Source: an optimization exercise on an open RTL-to-GDS flow (aim: small area). Production flows keep margins and buffers that such runs may drop. Only simulation tests tie the RTL to the original design; equivalence was not proved. No activity file was given, so power comes from the tool's default toggle rates.

## v11
Design sent_tx, start of the top module:
module sent_tx (
  input  logic                  clk,
  input  logic                  rst,
  input  logic                  cfg_vld,     
  input  sent_pkg::sent_cfg_t   cfg,         
  input  logic                  frame_vld,   
  input  sent_pkg::sent_frame_t frame,       
  output logic                  fifo_empty,  
  output logic                  fifo_full,   
  output logic                  sent         
);
Size: ~2600 cells after synthesis, about 65 I/O pins.
==> flow/config.mk <==
export PLATFORM = sky130hd
export DESIGN_NAME = sent_tx
export DESIGN_NICKNAME = sent_tx
export VERILOG_FILES = /design/flow/design.v
export SDC_FILE = /design/flow/constraint.sdc
export NUM_CORES = 4
export LEC_CHECK = 0
export ABC_AREA = 1
export CAP_MARGIN = 10
export CORE_MARGIN = 2
export CORE_UTILIZATION = 80
export PLACE_DENSITY = 0.9
export SLEW_MARGIN = 10
==> flow/constraint.sdc <==
create_clock -name core_clock -period 10.0 [get_ports {clk}]
set_input_delay 2.0000 -clock core_clock [delete_from_list [all_inputs] [get_ports {clk}]]
set_output_delay 2.0000 -clock core_clock [all_outputs]
set_load 0.01 [all_outputs]
standard.sh (not shown) runs the stock make flow with config.mk's settings and CLKGATE_MAP_FILE= SYNTH_SCRIPT=/design/flow/synth_recipe.tcl, a recipe that flattens the netlist after the stock synthesis.
==> flow/flow/run.sh <==
#!/bin/bash
# Standard ORFS layout with three changes:
#  - after the standard synthesis, the combinational logic is re-mapped with ABC's
#    area mapper (flip-flops untouched, see remap.tcl);
#  - port buffers use the smallest buffer cell;
#  - the clock tree uses small clock buffers in tight sink clusters, no dummy loads.
set -euo pipefail
R=orfs/results/$FLOW_PLATFORM/sent_tx/base
LIB=$FLOW_HOME/platforms/$FLOW_PLATFORM/lib/sky130_fd_sc_hd__tt_025C_1v80.lib
bash standard.sh synth > standard_synth.log 2>&1
cp $R/1_2_yosys.v standard_1_2_yosys.v
DU=$(sed -n '/^export DONT_USE_CELLS += \\/,/^#/p' $FLOW_HOME/platforms/$FLOW_PLATFORM/config.mk | grep -o 'sky130_fd_sc_hd__[a-z0-9_]*' | sed 's/^/-dont_use /' | tr '\n' ' ')
LIB=$LIB IN=standard_1_2_yosys.v OUT=remapped.v TOP=$FLOW_TOP SCR=flow/nf.scr DU="$DU" \
  yosys -c flow/remap.tcl > remap.log 2>&1
cp remapped.v $R/1_2_yosys.v
touch $R/1_2_yosys.v
CTS="-sink_clustering_enable -repair_clock_nets -dont_use_dummy_load"
CTS="$CTS -buf_list sky130_fd_sc_hd__clkbuf_4 -sink_clustering_size 10 -sink_clustering_max_diameter 40"
bash standard.sh "CTS_ARGS=$CTS" "BUFFER_PORTS_ARGS=-buffer_cell sky130_fd_sc_hd__buf_1" finish > standard_flow.log 2>&1
cp orfs/logs/*/sent_tx/base/*.log . 2>/dev/null || true
==> flow/flow/nf.scr <==
strash
&get -n
&dch
&nf -a -R 1000
&put
topo
==> flow/flow/remap.tcl <==
# Re-map the combinational cells of the standard synthesis netlist with ABC's
# area-oriented &nf mapper. Flip-flops and tie cells stay as they are (same
# instances, names and cell types); only the logic between them is re-mapped.
yosys -import
set lib $::env(LIB)
read_liberty -ignore_miss_func -overwrite $lib
read_verilog $::env(IN)
hierarchy -top $::env(TOP)
foreach c [split [string trim [tee -q -s result.string select -list-mod =A:*]] "\n"] { }
set seq {}
foreach m [split [string trim [tee -q -s result.string select -list-mod =*]] "\n"] {
  if {[string match "sky130_fd_sc_hd__*df*" $m] || [string match "sky130_fd_sc_hd__conb*" $m] || [string match "sky130_fd_sc_hd__dl*" $m]} {
    blackbox $m
  }
}
flatten
opt_clean
abc -liberty $lib -script $::env(SCR) {*}$::env(DU)
opt_clean -purge
stat -liberty $lib
write_verilog -noattr $::env(OUT)
Having completed the whole flow, v11 delivered a layout that passed the timing, design-rule and antenna checks.
What v35 does differently from v11 at the input level:
Settings: a change of CORE_UTILIZATION from 80 to 70; a change of PLACE_DENSITY from 0.9 to 0.8; a change of CAP_MARGIN from 10 to 20; an added GPL_TIMING_DRIVEN of 0; a change of SLEW_MARGIN from 10 to 20.
Compared with v11, v35 is the more power-hungry design. Compared with v11, in v35 highest fanout seen on the critical path grew by about 3%, multi-input combinational area share shrank by 0.16 points.
[inputs] v40 vs v35
Settings: SLEW_MARGIN now 0, was 20; GPL_TIMING_DRIVEN no longer set, was 0; CORE_UTILIZATION now 80, was 70; CAP_MARGIN now 0, was 20; PLACE_DENSITY now 0.9, was 0.8.
### Flow results
- v40 finished all stages; the layout is clean.
- For switching part of the total, v35 and v40 come out practically identical.
- v40 against v35: reported leakage power decreased by 0.093 nW relative to the old numbers; initial antenna violation count decreased by 1 relative to the old numbers; fmax increased by 0.36% relative to the old numbers; count of placed standard cells including taps decreased by about 2.6% relative to the old numbers; number of gates on the worst path with buffers counted increased by 3 relative to the old numbers.
- Detailed route, v40 vs v35: via total higher for v40
- Relative to v35, final critical path time including I/O delays and setup decreased by 0.033 ns in v40.
- Sort v35 and v40 by final worst hold slack asc -> top: v40
- Per the comparison of v40 with v35, sum of routed wire length over all layers shows an increase of 7.9%; final critical-path setup slack shows an increase of 0.033 ns.
Changes in v49 relative to v40:
Settings: changing CAP_MARGIN from 0 to 20; changing CORE_UTILIZATION from 80 to 70; changing PLACE_DENSITY from 0.9 to 0.8; changing SLEW_MARGIN from 0 to 20.
## What came out
v49 finished every stage and its layout cleared the timing, design-rule and antenna checks. [compare] base=v40 new=v49: fraction of power consumed by combinational cells roughly the same; maximum clock skew at final layout lost 0.026 ns; worst-case clock buffer depth flat.
Input-level comparison between v20 and v49:
Settings: changing PLACE_DENSITY from 0.8 to 0.9; changing CORE_UTILIZATION from 70 to 80.
--- outcome ---
Summary of v20 over v49: final area went down by 150 sq um, count of antenna diodes in the layout went down by 1, synthesized area was more or less identical.

## separate check: timing with driven ports
The results above use ideal ports. As a check the final layouts listed here were re-extracted and re-timed, cells and wires unchanged. Step 1 sets driving cells, clkbuf_16 on the clock port and buf_2 on the other inputs (assumed; they add their load-dependent delay and slew). Step 2 also shifts input and output timing later by t, the mid clock arrival at the registers, as if the neighbouring blocks saw the same clock. Three values: no drivers, after step 1, after step 2; two values: the first two.
run	t (ns)	setup WS [ns]	clock arrival spread, ns
v11	1.035	0.778 / 0.778 / 0.778	0.094 / 0.095
v35	1.054	0.698 / 0.698 / 0.698	0.079 / 0.079
v40	1.047	0.731 / 0.731 / 0.731	0.094 / 0.094
v49	1.051	0.687 / 0.687 / 0.687	0.089 / 0.090
v20	1.020	0.520 / 0.520 / 0.520	0.095 / 0.095
After both steps setup and hold are still met in every run listed.
